Source: an optimization exercise on an open RTL-to-GDS flow (aim: small area). Production flows keep margins and buffers that such runs may drop. Only simulation tests tie the RTL to the original design; equivalence was not proved. Power figures rest on the tool's default switching activity, not on a simulated workload.

[design.v]
package stdp_pkg;
  localparam int HIST_LEN  = 16;  
  localparam int MAX_DT    = 12;  
  localparam int SYN_IDX_W = 4;   
  localparam int WEIGHT_W  = 16;
  localparam int DT_W      = $clog2(MAX_DT + 1);
  localparam logic [3:0] AGE_NONE = 4'd6;  
  typedef logic [HIST_LEN-1:0]  hist_t;     
  typedef logic [SYN_IDX_W-1:0] syn_idx_t;
  typedef logic [DT_W-1:0]      dt_t;       
  typedef logic [7:0]           prob_t;     
  typedef logic [WEIGHT_W-1:0]  weight_t;   
endpackage
`timescale 1ns/1ps
module spike_history #(
  parameter int N_SYN = 16
) (
  input  logic               clock,
  input  logic               rst,
  input  logic               shift,      
  input  logic               post_spike,
  input  logic [N_SYN-1:0]   pre_spike,
  input  stdp_pkg::syn_idx_t syn_sel,
  output logic [3:0]         post_age,
  output logic [3:0]         pre_age
);
  logic [3:0] post_q;
  logic [3:0] pre_q [N_SYN];
  function automatic logic [3:0] age_next(input logic [3:0] a, input logic s);
    if (s)
      age_next = 4'd0;
    else
      age_next = {~a[1], ~(a[0] ^ a[3]), a[2], ~a[0] & ~(a[1] & a[2])};
  endfunction
  always_ff @(posedge clock)
  begin
    if (rst)
    begin
      post_q <= stdp_pkg::AGE_NONE;
      for (int i = 0; i < N_SYN; i++)
      begin
        pre_q[i] <= stdp_pkg::AGE_NONE;
      end
    end
    else if (shift)
    begin
      post_q <= age_next(post_q, post_spike);
      for (int i = 0; i < N_SYN; i++)
      begin
        pre_q[i] <= age_next(pre_q[i], pre_spike[i]);
      end
    end
  end
  assign post_age = post_q;
  always_comb
  begin
    pre_age = '0;
    for (int i = 0; i < N_SYN; i++)
      pre_age = pre_age | (pre_q[i] & {4{syn_sel == i}});
  end
endmodule
`timescale 1ns/1ps
module spike_timing (
  input  logic       [3:0] post_age,
  input  logic       [3:0] pre_age,
  output logic             pair_any,   
  output logic             pair_ltd,   
  output stdp_pkg::dt_t    pair_dt     
);
  logic post_new;
  logic pre_new;
  logic [3:0] srch;  
  assign post_new = (post_age == 4'd0);
  assign pre_new  = (pre_age == 4'd0);
  assign pair_any = post_new | pre_new;
  assign pair_ltd = ~post_new & pre_new;
  assign srch     = post_new ? pre_age : post_age;
  always_comb
  begin
    case (srch)
      4'd0:    pair_dt = 4'd0;
      4'd13:   pair_dt = 4'd1;
      4'd14:   pair_dt = 4'd2;
      4'd2:    pair_dt = 4'd3;
      4'd5:    pair_dt = 4'd4;
      4'd10:   pair_dt = 4'd5;
      4'd1:    pair_dt = 4'd6;
      4'd8:    pair_dt = 4'd7;
      4'd9:    pair_dt = 4'd8;
      4'd12:   pair_dt = 4'd9;
      4'd11:   pair_dt = 4'd10;
      4'd4:    pair_dt = 4'd11;
      4'd15:   pair_dt = 4'd12;
      default: pair_dt = 4'd15;  
    endcase
  end
endmodule
`timescale 1ns/1ps
module plasticity_decision #(
  parameter logic [7:0] LFSR_SEED = 8'hFF  
) (
  input  logic                clock,
  input  logic                rst,
  input  logic                learn,
  input  stdp_pkg::syn_idx_t  syn_sel,
  input  logic                pair_any,
  input  logic                pair_ltd,
  input  stdp_pkg::dt_t       pair_dt,
  output logic                upd_valid,  
  output logic                upd_fire,   
  output logic                upd_up,     
  output stdp_pkg::syn_idx_t  upd_index
);
  logic [7:0]         lfsr_q;
  logic [7:0]         lfsr_n;
  stdp_pkg::prob_t    ltp_prob;
  stdp_pkg::prob_t    ltd_prob;
  stdp_pkg::prob_t    prob;
  logic               hit;
  logic               p_valid;
  logic               p_hit;
  logic               p_up;
  stdp_pkg::syn_idx_t p_index;
  assign lfsr_n = {lfsr_q[6:0], lfsr_q[0] ^ lfsr_q[2] ^ lfsr_q[3] ^ lfsr_q[5]};
  always_ff @(posedge clock)
  begin
    if (rst)
      lfsr_q <= LFSR_SEED;
    else
      lfsr_q <= lfsr_n;
  end
  always_comb
  begin
    case (pair_dt)
      4'd1:    ltp_prob = 8'd255;
      4'd2:    ltp_prob = 8'd199;
      4'd3:    ltp_prob = 8'd155;
      4'd4:    ltp_prob = 8'd120;
      4'd5:    ltp_prob = 8'd94;
      4'd6:    ltp_prob = 8'd73;
      4'd7:    ltp_prob = 8'd57;
      4'd8:    ltp_prob = 8'd44;
      4'd9:    ltp_prob = 8'd35;
      4'd10:   ltp_prob = 8'd27;
      4'd11:   ltp_prob = 8'd21;
      4'd12:   ltp_prob = 8'd16;
      default: ltp_prob = 8'd0;
    endcase
  end
  always_comb
  begin
    case (pair_dt)
      4'd1:    ltd_prob = 8'd255;
      4'd2:    ltd_prob = 8'd225;
      4'd3:    ltd_prob = 8'd199;
      4'd4:    ltd_prob = 8'd175;
      4'd5:    ltd_prob = 8'd155;
      4'd6:    ltd_prob = 8'd136;
      4'd7:    ltd_prob = 8'd120;
      4'd8:    ltd_prob = 8'd106;
      4'd9:    ltd_prob = 8'd94;
      4'd10:   ltd_prob = 8'd83;
      4'd11:   ltd_prob = 8'd73;
      4'd12:   ltd_prob = 8'd64;
      default: ltd_prob = 8'd0;
    endcase
  end
  assign prob = pair_ltd ? ltd_prob : ltp_prob;
  logic gt;
  always_comb
  begin
    gt = 1'b0;
    for (int k = 0; k < 8; k++)
    begin
      gt = (prob[k] & ~lfsr_n[k]) | (~(prob[k] ^ lfsr_n[k]) & gt);
    end
  end
  assign hit  = learn & pair_any & gt;
  always_ff @(posedge clock)
  begin
    if (rst)
    begin
      p_valid   <= 1'b0;
      p_hit     <= 1'b0;
      upd_valid <= 1'b0;
      upd_fire  <= 1'b0;
    end
    else
    begin
      p_valid   <= learn;
      p_hit     <= hit;
      upd_valid <= p_valid;
      upd_fire  <= p_hit;
    end
  end
  always_ff @(posedge clock)
  begin
    p_up      <= ~pair_ltd;
    p_index   <= syn_sel;
    upd_up    <= p_up;
    upd_index <= p_index;
  end
endmodule
`timescale 1ns/1ps
module weight_store #(
  parameter int          N_SYN       = 16,
  parameter logic [15:0] INIT_WEIGHT = 16'd2
) (
  input  logic               clock,
  input  logic               rst,
  input  logic               upd_fire,
  input  logic               upd_up,
  input  stdp_pkg::syn_idx_t upd_index,
  input  stdp_pkg::syn_idx_t rd_sel,
  output stdp_pkg::weight_t  rd_weight
);
  stdp_pkg::weight_t mem [N_SYN];
  stdp_pkg::weight_t cur;    
  stdp_pkg::weight_t wdata;  
  logic              sat;    
  logic [N_SYN-1:0]  we;
  logic [N_SYN-1:0] upd_oh;  
  logic [N_SYN-1:0] rd_oh;   
  always_comb
  begin
    cur       = '0;
    rd_weight = '0;
    for (int i = 0; i < N_SYN; i++)
    begin
      upd_oh[i] = (upd_index == i);
      rd_oh[i]  = (rd_sel == i);
      cur       = cur | (mem[i] & {16{upd_oh[i]}});
      rd_weight = rd_weight | (mem[i] & {16{rd_oh[i]}});
    end
  end
  logic [16:0] carry;
  always_comb
  begin
    carry[0] = 1'b1;
    for (int k = 0; k < 16; k++)
    begin
      carry[k+1] = carry[k] & ~(cur[k] ^ upd_up);
    end
  end
  assign sat   = carry[16];  
  assign wdata = rst ? INIT_WEIGHT : (cur ^ carry[15:0]);
  always_comb
  begin
    for (int i = 0; i < N_SYN; i++)
    begin
      we[i] = rst | (upd_fire & ~sat & upd_oh[i]);
    end
  end
  always_ff @(posedge clock)
  begin
    for (int i = 0; i < N_SYN; i++)
    begin
      if (we[i])
        mem[i] <= wdata;
    end
  end
endmodule
`timescale 1ns/1ps
module stdp_synapse_top #(
  parameter int          N_SYN       = 16,     
  parameter logic [15:0] INIT_WEIGHT = 16'd2,
  parameter logic [7:0]  LFSR_SEED   = 8'hFF
) (
  input  logic               clock,
  input  logic               rst,
  input  logic               shift,
  input  logic               post_spike,
  input  logic               learn,
  input  logic [N_SYN-1:0]   pre_spike,
  input  stdp_pkg::syn_idx_t syn_sel,
  input  stdp_pkg::syn_idx_t rd_sel,
  output stdp_pkg::weight_t  rd_weight,
  output logic               upd_valid,
  output logic               upd_fire,
  output logic               upd_up
);
  logic [3:0]         post_age;
  logic [3:0]         pre_age;
  logic               pair_any;
  logic               pair_ltd;
  stdp_pkg::dt_t      pair_dt;
  stdp_pkg::syn_idx_t upd_index;
  spike_history #(
    .N_SYN (N_SYN)
  ) hist0 (
    .clock      (clock),
    .rst        (rst),
    .shift      (shift),
    .post_spike (post_spike),
    .pre_spike  (pre_spike),
    .syn_sel    (syn_sel),
    .post_age   (post_age),
    .pre_age    (pre_age)
  );
  spike_timing timing0 (
    .post_age (post_age),
    .pre_age  (pre_age),
    .pair_any (pair_any),
    .pair_ltd (pair_ltd),
    .pair_dt  (pair_dt)
  );
  plasticity_decision #(
    .LFSR_SEED (LFSR_SEED)
  ) decide0 (
    .clock     (clock),
    .rst       (rst),
    .learn     (learn),
    .syn_sel   (syn_sel),
    .pair_any  (pair_any),
    .pair_ltd  (pair_ltd),
    .pair_dt   (pair_dt),
    .upd_valid (upd_valid),
    .upd_fire  (upd_fire),
    .upd_up    (upd_up),
    .upd_index (upd_index)
  );
  weight_store #(
    .N_SYN       (N_SYN),
    .INIT_WEIGHT (INIT_WEIGHT)
  ) store0 (
    .clock     (clock),
    .rst       (rst),
    .upd_fire  (upd_fire),
    .upd_up    (upd_up),
    .upd_index (upd_index),
    .rd_sel    (rd_sel),
    .rd_weight (rd_weight)
  );
endmodule
[flow/knobs.sh]
CTS_ARGS="-sink_clustering_enable -repair_clock_nets -dont_use_dummy_load -buf_list sky130_fd_sc_hd__clkbuf_8 -sink_clustering_size 16 -sink_clustering_max_diameter 60"
BUFFER_PORTS_ARGS="-buffer_cell sky130_fd_sc_hd__buf_1"
[constraint.sdc]
create_clock -name core_clock -period 7.0 [get_ports {clock}]
set_input_delay 1.4000 -clock core_clock [delete_from_list [all_inputs] [get_ports {clock}]]
set_output_delay 1.4000 -clock core_clock [all_outputs]
set_load 0.01 [all_outputs]
[flow/area.abc]
strash
balance
rewrite
refactor
balance
rewrite
rewrite -z
balance
refactor -z
rewrite -z
balance
balance
rewrite
refactor
balance
rewrite
rewrite -z
balance
refactor -z
rewrite -z
balance
&get -n
&st
&dch -f
&nf -a -p -R 1000
&put
[config.mk]
export PLATFORM = sky130hd
export DESIGN_NAME = stdp_synapse_top
export DESIGN_NICKNAME = stdp_synapse_top
export VERILOG_FILES = /design/flow/design.v
export SDC_FILE = /design/flow/constraint.sdc
export NUM_CORES = 4
export LEC_CHECK = 0
export CAP_MARGIN = 20
export CORE_MARGIN = 2
export CORE_UTILIZATION = 40
export SLEW_MARGIN = 20
[flow/run.sh]
#!/bin/bash
# Layout: the standard flow (standard.sh), with these changes passed to
# ORFS through its own variables:
#  - synthesis: the standard flow's script, but ABC maps the logic with area.abc
#  - clock tree: no dummy loads, and leaf clusters sized for this design
#  - port buffers: the smallest buffer cell instead of the resizer's pick
# Each tool's output stays in ORFS's own logs (orfs/logs/...); the make output
# of the whole run goes to standard.log.
set -euo pipefail
HERE="$(cd "$(dirname "${BASH_SOURCE[0]}")" && pwd)"
source "$HERE/knobs.sh"
export CTS_ARGS
export BUFFER_PORTS_ARGS
export OWN_ABC_SCRIPT="$HERE/area.abc"
export FLOW_SYNTH_TCL="$PWD/synth_recipe.tcl"
sed "s|SYNTH_SCRIPT=[^ ]*|SYNTH_SCRIPT=$HERE/synth.tcl|" standard.sh > standard_own.sh
grep -q "SYNTH_SCRIPT=$HERE/synth.tcl" standard_own.sh
bash standard_own.sh > standard.log 2>&1
[standard.sh]
#!/bin/bash
# synth_recipe.tcl (not shown) runs the flow's synth.tcl, then flattens the netlist and writes it again
# the make line also repeats each setting of config.mk as NAME=value (left out here)
make -C /OpenROAD-flow-scripts/flow DESIGN_CONFIG=/design/flow/config.mk WORK_HOME=/design/flow/orfs CLKGATE_MAP_FILE= SYNTH_SCRIPT=/design/flow/synth_recipe.tcl "${@:-finish}"
[flow/synth.tcl]
# The standard flow's synthesis (synth_recipe.tcl, sourced below) with one change: the ABC
# script that maps the logic is area.abc instead of ORFS's speed script.
# Flip-flops are mapped before ABC runs, so the registers are the same.
proc abc {args} {
  set i [lsearch -exact $args -script]
  if { $i >= 0 && [regexp {abc_(speed|area)\.script$} [lindex $args [expr {$i + 1}]]] } {
    lset args [expr {$i + 1}] $::env(OWN_ABC_SCRIPT)
  }
  yosys abc {*}$args
}
source $::env(FLOW_SYNTH_TCL)
==> implementation parameters, run 1 <==
Parameter                              Value

Drt
  Antenna Violating Nets Remaining    0
  Met1 layer wirelength in the final routing    roughly 19,000 um
  Via count normalized by instance count    ~6.7
  Met3 Wirelength    6773 um
  Number of optimization iterations in the first detailed-route pass    9
  Met2 wire length    about 22,000 um
  Final routed wirelength across all metal layers    50,020 um
  Routed wirelength normalized by instance count    between 20 and 30 um
  Top routing layer in use    met4
  Violation count after the first detailed-route iteration    2,820
  Final routed DRC violation total    0
  Total vias in the final route    between 10,000 and 15,000

Timing
  Maximum clock skew at final layout    0.06190 ns
  Sum of negative setup slack    0 ns
  Count of final hold-check violations    0
  Final critical delay including setup and external delays    between 6 and 7 ns
  Max Fclk    around 160 MHz
  Final Max Tran Viols    0
  Unrepaired setup endpoints after global routing    no
  Worst Tran Pin Value    1.324 ns
  Period utilisation layout    90.15%
  Tightest slew margin relative to the limit    11.71%
  Number of endpoints failing setup at the final stage    0

Logic synthesis
  Most repeated cell in the gate-level netlist after synthesis    sky130_fd_sc_hd__edfxtp_1
  Total nets after synthesis    approximately 1,200
  Sequential area share after synthesis    63.99%
  Post-synthesis instance area    14,800 um^2
  Post-Syn Instances    ~1,200
  Flip-flop and latch count after synthesis    ~350
  Yosys warning total    6
  Most used flip-flop cell after synthesis    sky130_fd_sc_hd__edfxtp_1
  Post-synth top cells    sky130_fd_sc_hd__edfxtp_1 (256), sky130_fd_sc_hd__nand2_1 (106), sky130_fd_sc_hd__a222oi_1 (101), sky130_fd_sc_hd__dfxtp_1 (89), sky130_fd_sc_hd__nor2_1 (86)
  Library cell occupying the most area in the post-synthesis netlist    sky130_fd_sc_hd__edfxtp_1
  Top cells by area in the synthesized netlist    sky130_fd_sc_hd__edfxtp_1 (52%), sky130_fd_sc_hd__dfxtp_1 (12%), sky130_fd_sc_hd__a222oi_1 (6.8%)
  Number of synthesized flops with an enable pin    roughly 260
  Unique cell type count in the Yosys netlist    42
  Mean cell area of the mapped netlist    roughly 13 um^2
  Portion of synthesized cell area occupied by the leading cell type    ~52%
  Share of synthesized registers carrying an async set or reset    0%

Clock network
  Bufs on Longest Clock Path    3
  Root Driver    sky130_fd_sc_hd__clkbuf_8
  Worst-Skew Late Latency    roughly 0.60 ns
  TritonCTS clock tree    done
  Cts hold-fix bufs    0
  Clock-pin slew on the worst setup and hold paths    0.11 ns
  Number of buffers inserted during clock tree synthesis    30
  Post-CTS repair timing setup buffer count    0
  Total number of clock tree sinks    between 300 and 400
  Post-cts sizing count    0
  Number of levels in the clock H-tree    1

Global route
  Largest net degree at the start of global routing    ~70
  Total global routing track utilization    25.37%
  Number of antenna violations at the first check in global routing    0
  Number of global-route vias before repair    between 10,000 and 15,000
  Wire length of the first global-routing pass    72,420 um
  Total congestion overflow after global routing    0

Outcome
  Result of the run    finished clean

Run
  Max-cap viol count    0

Floorplanning
  I/O pins    48
  Number of rows created at floorplan    70
  Area of the core region    between 30,000 and 40,000 um^2
  Width of the chip    between 150 and 200 um
  Initial cell density of the core    about 41%
  Area of the die    between 30,000 and 40,000 um^2
  Overall die height    196.3 um

Final layout
  Final net count    about 1,300
  Area growth, synth to finish    11.33%
  Share of final-layout standard cells stronger than drive strength 1    8.034%
  Final design utilization    45.10%
  # diodes    0
  Fill cells    between 3,000 and 4,000

Min path
  Worst hold-check path type    flop to flop

Place
  # port buffers    47
  Detailed placer's ending HPWL    ~30,000 um
  Final weighted congestion of routability-driven global placement    0.8942

Setup path
  Startpoint class of the critical path    flop
  Crit path DAT    ~6.4 ns
  Worst Setup End Kind    flop
  Worst Path Max Fanout    16
  Worst Path Class, Setup    flop to flop
  Cells traversed along the worst timing path    nand2b_1 > nor2_1 > buf_4 > a222oi_1 > nand3_1 > nor2_1 > mux2i_1 > nor2_1 > nand2_1 > nor4_1 > nand2_1 > or2_0 > nor2_1 > nand2_1 > nor4_1 > nand2_1 > o21ai_0 > clkinv_1 > a21o_1
  Crit path largest cell delay    just under 0.8 ns
  Required time of the critical path    between 7 and 8 ns
  Slowest library cell on the worst path    sky130_fd_sc_hd__a21o_1

Pwr
  P_leak    5.560 nW
  VDD IR max    roughly 140 uV
  Pwr/cell area    roughly 250 nW/um^2
final timing paths:
check	slack (ns)	depth (start not counted)	endpoint	start
setup / recovery	0.69	19	store0.mem[8][4]	decide0.upd_index[1]
hold / removal	0.27	0	decide0.upd_index[1]	decide0.p_index[1]
setup reg to reg	0.69	19	store0.mem[8][4]	decide0.upd_index[1]
hold reg to reg	0.27	0	decide0.upd_index[1]	decide0.p_index[1]
layout by cell type, fill, tap and decap left out, drive strengths merged, types with 23 or more instances in the layout:
master  instances
nor2           86
xnor2          36
nand2         106
a222oi        101
buf            98
nor3           27
clkbuf         31
a221o          23
edfxtp        256
a21oi          61
clkinv         26
nand3          25
dfxtp          89
nand4          27
a22oi          78
critical path, delay by kind of cell (launching register included):
kind	cells	cell delay [ns]
flip-flops	1	0.55
buffers and inverters	2	0.53
AO/OA/AOI/OAI	3	1.36
AND/OR/NAND/NOR	13	3.21
multiplexers	1	0.16
registers in the layout (all words and copies together), names as in the netlist:
signal	cells
decide0.p_hit	1
decide0.upd_up	1
decide0.p_valid	1
hist0.pre_q	64
hist0.post_q	4
decide0.lfsr_q	7
decide0.p_index	4
store0.mem	256
decide0.p_up	1
decide0.upd_valid	1
decide0.upd_index	4
decide0.upd_fire	1
layer usage:
| metal | up-vias | global-route usage [%] |
|---|---|---|
| met4 | 0 | 10.04 |
| met2 | 944 | 39.61 |
| met1 | 5619 | 34.56 |
| li1 | 5072 | - |
| met3 | 168 | 5.561 |
| met5 | - | 0 |
cell families (layout without fill, tap and decap cells):
group / after synthesis / after routing / share of synthesized area, %
flip-flops: 345 / 345 / 63.99
adder cells (fa/ha/maj): 16 / 16 / 1.353
XOR/XNOR: 45 / 45 / 2.664
buffers and inverters: 27 / 156 / 0.6850
AND/OR/NAND/NOR: 334 / 334 / 10.60
AO/OA/AOI/OAI: 385 / 385 / 20.63
multiplexers: 1 / 1 / 0.06765
area by class of cell:
class | count | area (um^2) | area share [%]
inverters | 27 | 101.3 | 0.6152
clock buffers | 30 | 412.9 | 2.506
well taps | 468 | 585.6 | 3.555
flip-flops and latches | 345 | 9469 | 57.48
repair buffers | 99 | 583.1 | 3.539
multi-input cells | 781 | 5321 | 32.30
power breakdown:
group	internal, mW	total (mW)	switching, mW
combinational	0.180	0.547	0.368
clock	0.380	1.01	0.632
sequential	2.44	2.57	0.133
stage by stage:
stage | std cells | instance area, um^2 | hold WS, ns | setup WS [ns] | total power, mW
6_report | 1750 | 16470 | 0.2682 | 0.6895 | 4.127
5_1_grt | 1750 | 16470 | 0.2690 | 0.3848 | 4.273
4_1_cts | 1750 | 16470 | 0.2656 | 0.9292 | 4.127
3_5_place_dp | 1720 | 16060 | 0.3167 | 0.6791 | 3.143
3_3_place_gp | 1720 | 16050 | 0.3129 | 0.7572 | 3.140
2_1_floorplan | 1153 | 14800 | 0.3096 | 1.072 | 2.887
==> inputs of run 2 (changes only) <==
--- a/flow/area.abc
+++ b/flow/area.abc
@@ -24,3 +24,8 @@
 &dch -f
 &nf -a -p -R 1000
 &put
+&get -n
+&st
+&dch -f
+&nf -a -p -R 1000
+&put
==> flow/knobs.sh (replaced) <==
CTS_ARGS="-sink_clustering_enable -repair_clock_nets -dont_use_dummy_load -buf_list {sky130_fd_sc_hd__clkbuf_8 sky130_fd_sc_hd__clkbuf_16} -sink_clustering_size 25 -sink_clustering_max_diameter 100"
BUFFER_PORTS_ARGS="-buffer_cell sky130_fd_sc_hd__buf_1"
==> implementation parameters, run 2 <==
Parameter                              Value

Clock network
  Number of buffers inserted during clock tree synthesis    17
  Cts hold-fix bufs    0
  TritonCTS clock tree    done
  Worst-Skew Late Latency    0.54 ns
  Post-CTS repair timing setup buffer count    0
  Bufs on Longest Clock Path    3
  Post-cts sizing count    0
  Total number of clock tree sinks    345
  Root Driver    sky130_fd_sc_hd__clkbuf_16
  Number of levels in the clock H-tree    1
  Clock-pin slew on the worst setup and hold paths    roughly 0.1 ns

Logic synthesis
  Most repeated cell in the gate-level netlist after synthesis    sky130_fd_sc_hd__edfxtp_1
  Post-synthesis instance area    roughly 15,000 um^2
  Post-Syn Instances    approximately 1,100
  Portion of synthesized cell area occupied by the leading cell type    52.27%
  Post-synth top cells    sky130_fd_sc_hd__edfxtp_1 (256), sky130_fd_sc_hd__a222oi_1 (123), sky130_fd_sc_hd__nand2_1 (98), sky130_fd_sc_hd__nor2_1 (92), sky130_fd_sc_hd__dfxtp_1 (89)
  Total nets after synthesis    approximately 1,200
  Top cells by area in the synthesized netlist    sky130_fd_sc_hd__edfxtp_1 (52%), sky130_fd_sc_hd__dfxtp_1 (12%), sky130_fd_sc_hd__a222oi_1 (8.4%)
  Yosys warning total    6
  Mean cell area of the mapped netlist    about 13 um^2
  Flip-flop and latch count after synthesis    about 350
  Most used flip-flop cell after synthesis    sky130_fd_sc_hd__edfxtp_1
  Sequential area share after synthesis    around 64%
  Library cell occupying the most area in the post-synthesis netlist    sky130_fd_sc_hd__edfxtp_1
  Share of synthesized registers carrying an async set or reset    0%
  Number of synthesized flops with an enable pin    256
  Unique cell type count in the Yosys netlist    41

Final layout
  Final design utilization    between 40% and 50%
  Largest registers    store0.mem (256), hist0.pre_q (64), decide0.lfsr_q (7)
  Fill cells    3,287
  Area taken by flip-flops and latches    roughly 9500 um^2
  Fin cells    1,722
  Finished layout cell area    16,430 um^2
  Largest Register    store0.mem
  Total area of multi-input combinational cells    approximately 5200 um^2
  Final net count    1,301
  Share of final-layout standard cells stronger than drive strength 1    7.018%
  Commonest cells after routing, fill and taps aside    sky130_fd_sc_hd__edfxtp_1 (256), sky130_fd_sc_hd__a222oi_1 (123), sky130_fd_sc_hd__nand2_1 (98), sky130_fd_sc_hd__nor2_1 (91), sky130_fd_sc_hd__dfxtp_1 (89)
  # diodes    0
  Most frequent standard cell in the layout excluding fill and tap cells    sky130_fd_sc_hd__edfxtp_1
  Area growth, synth to finish    11.71%
  Number of flip-flops in the largest register    approximately 260

Setup path
  Slowest library cell on the worst path    sky130_fd_sc_hd__a21o_1
  Crit path largest cell delay    ~0.75 ns
  Largest delay contributor family on the critical path    simple AND/OR/NAND/NOR gates
  CP bufs+invs    1
  Required time of the critical path    a little over 7 ns
  Startpoint class of the critical path    flop
  Crit path DAT    between 6 and 7 ns
  Cells traversed along the worst timing path    nand2b_1 > nor3_2 > a222oi_1 > nand2_1 > a221oi_1 > nand4_1 > nor3_1 > a21oi_1 > nor2_1 > nand2_1 > or2_0 > nor2_1 > nand2_1 > nor2_1 > nand2_1 > or2_0 > nor2_1 > nand2_1 > nor2_1 > nand2_1 > o31ai_1 > clkinv_1 > a21o_1
  Most Frequent Cell on Critical Path    sky130_fd_sc_hd__nand2_1
  Worst Path Max Fanout    16
  Worst Setup End Kind    flop
  Worst Path Class, Setup    flop to flop

Floorplanning
  Number of rows created at floorplan    70
  I/O pins    48
  Area of the die    roughly 38,000 um^2
  Initial cell density of the core    40.36%
  Width of the chip    approximately 200 um
  Area of the core region    between 30,000 and 40,000 um^2
  Overall die height    195.7 um

Place
  Cell area reported after detailed placement    ~16,000 um^2
  Detailed placer's ending HPWL    slightly below 30,000 um
  Cells after DPL    ~1,700
  Placement Setup Slack    about 0.33 ns
  Final weighted congestion of routability-driven global placement    roughly 0.91
  # port buffers    47

Global route
  Total global routing track utilization    25.34%
  Number of global-route vias before repair    around 11,000
  Wire length of the first global-routing pass    ~70,000 um
  Total congestion overflow after global routing    0
  Number of antenna violations at the first check in global routing    1
  Largest net degree at the start of global routing    86

Timing
  Period utilisation layout    between 90 and 100%
  Maximum clock skew at final layout    0.05334 ns
  Worst Tran Pin Value    between 1 and 1.5 ns
  Number of endpoints failing setup at the final stage    0
  Sum of negative setup slack    0 ns
  Unrepaired setup endpoints after global routing    no
  Final worst hold slack    0.3324 ns
  Count of final hold-check violations    0
  Final Max Tran Viols    0
  Final critical delay including setup and external delays    6.459 ns
  Tightest slew margin relative to the limit    a little under a fifth
  Max Fclk    between 150 and 200 MHz
  Setup slack after layout    ~0.54 ns

Drt
  Met1 layer wirelength in the final routing    approximately 18,000 um
  Met3 Wirelength    6752 um
  Violation count after the first detailed-route iteration    2,547
  Final routed wirelength across all metal layers    roughly 50,000 um
  Final routed DRC violation total    0
  Number of optimization iterations in the first detailed-route pass    8
  Total vias in the final route    around 12,000
  Met2 wire length    22,480 um
  Top routing layer in use    met5
  Via count normalized by instance count    roughly 6.8
  Routed wirelength normalized by instance count    28.99 um
  Antenna Violating Nets Remaining    0

Outcome
  Result of the run    finished clean

Run
  Max-cap viol count    0

Min path
  Worst hold-check path type    flop to flop

Pwr
  Overall power consumption    between 4 and 5 mW
  P_leak    around 5.6 nW
  Pwr/cell area    between 200 and 300 nW/um^2
  VDD IR max    roughly 200 uV
==> run 2: cell count changes after synthesis, moves of 6 or more <==
cell,change
sky130_fd_sc_hd__nand3_1,+10
sky130_fd_sc_hd__a21oi_1,+7
sky130_fd_sc_hd__nor2_1,+6
sky130_fd_sc_hd__a222oi_1,+22
sky130_fd_sc_hd__a22o_1,-18
sky130_fd_sc_hd__nand2_1,-8
sky130_fd_sc_hd__a22oi_1,-6
sky130_fd_sc_hd__nor3_1,-7
sky130_fd_sc_hd__nand4_1,-10
==> run 2: final timing paths <==
check | from | to | slack [ns] | cells past startpoint
worst max-delay path | decide0.upd_index[1] | store0.mem[4][10] | 0.54 | 23
worst min-delay path | decide0.p_up | decide0.upd_up | 0.33 | 0
worst max register to register | decide0.upd_index[1] | store0.mem[4][10] | 0.54 | 23
worst min register to register | decide0.p_up | decide0.upd_up | 0.33 | 0
==> run 2: layer usage <==
layer / GRT usage, % / up-vias
met2: 39.84 / 927
met1: 32.40 / 5649
met5: 0 / -
met3: 7.100 / 194
li1: - / 5002
met4: 12.35 / 2
==> run 2: cell type report <==
cell class	count	area share, %
clock buffer	17	2.589
inverter	24	0.5484
multi-input combinational	767	31.79
sequential	345	57.64
tap	468	3.564
timing repair buffer	101	3.869
==> run 2: report_power, final <==
part	total (mW)	leakage, nW	switching, mW	internal [mW]
logic	0.541	2.04	0.365	0.176
clock network	1.04	0.209	0.607	0.438
registers	2.56	3.34	0.129	2.43
==> run 2: cell families after synthesis <==
group           after synthesis  share of synthesized area (%)
flops                       345                          64.39
buf+inv                      24                         0.6126
xor+xnor                     47                          2.799
simple gates                319                          10.01
compound gates              385                          20.84
fa+ha+maj                    16                          1.361
==> run 2: worst register-to-register path: stages (launching register included) <==
cell and delay, ns:
sky130_fd_sc_hd__dfxtp_1 0.58, sky130_fd_sc_hd__nand2b_1 0.25, sky130_fd_sc_hd__nor3_2 0.14, sky130_fd_sc_hd__a222oi_1 0.39
sky130_fd_sc_hd__nand2_1 0.09, sky130_fd_sc_hd__a221oi_1 0.27, sky130_fd_sc_hd__nand4_1 0.25, sky130_fd_sc_hd__nor3_1 0.23
sky130_fd_sc_hd__a21oi_1 0.10, sky130_fd_sc_hd__nor2_1 0.23, sky130_fd_sc_hd__nand2_1 0.14, sky130_fd_sc_hd__or2_0 0.29
sky130_fd_sc_hd__nor2_1 0.19, sky130_fd_sc_hd__nand2_1 0.17, sky130_fd_sc_hd__nor2_1 0.20, sky130_fd_sc_hd__nand2_1 0.11
sky130_fd_sc_hd__or2_0 0.27, sky130_fd_sc_hd__nor2_1 0.21, sky130_fd_sc_hd__nand2_1 0.14, sky130_fd_sc_hd__nor2_1 0.20
sky130_fd_sc_hd__nand2_1 0.14, sky130_fd_sc_hd__o31ai_1 0.27, sky130_fd_sc_hd__clkinv_1 0.38, sky130_fd_sc_hd__a21o_1 0.75

-- what the ideal ports hide --
Ports are ideal in the flow. The routed layouts listed here were re-timed in OpenROAD.
Step 1 (the two cells are an assumption about what drives the block):
set clk [get_ports {clock}]
set_driving_cell -lib_cell sky130_fd_sc_hd__clkbuf_16 $clk
set_driving_cell -lib_cell sky130_fd_sc_hd__buf_2 [delete_from_list [all_inputs] $clk]
Step 2, shift: input delay + t, output delay - t, t = (earliest + latest rising clock arrival at the registers) / 2. This alone moves slack from input paths to output paths.
Three values: ideal, step 1, step 2; two values: the first two.
| run | t, ns | setup slack, ns | worst setup path at the end | worst slew at a driven data input, ns |
|---|---|---|---|---|
| run 1 | 0.628 | 0.690 / 0.690 / 0.602 | input to register | 0.04 |
| run 2 | 0.560 | 0.541 / 0.541 / 0.232 | input to register | 0.06 |
After both steps every run listed still meets setup and hold. The setup slack of run 2, which loses most, moves by 0.000 ns with the drivers and by -0.309 ns with both steps.
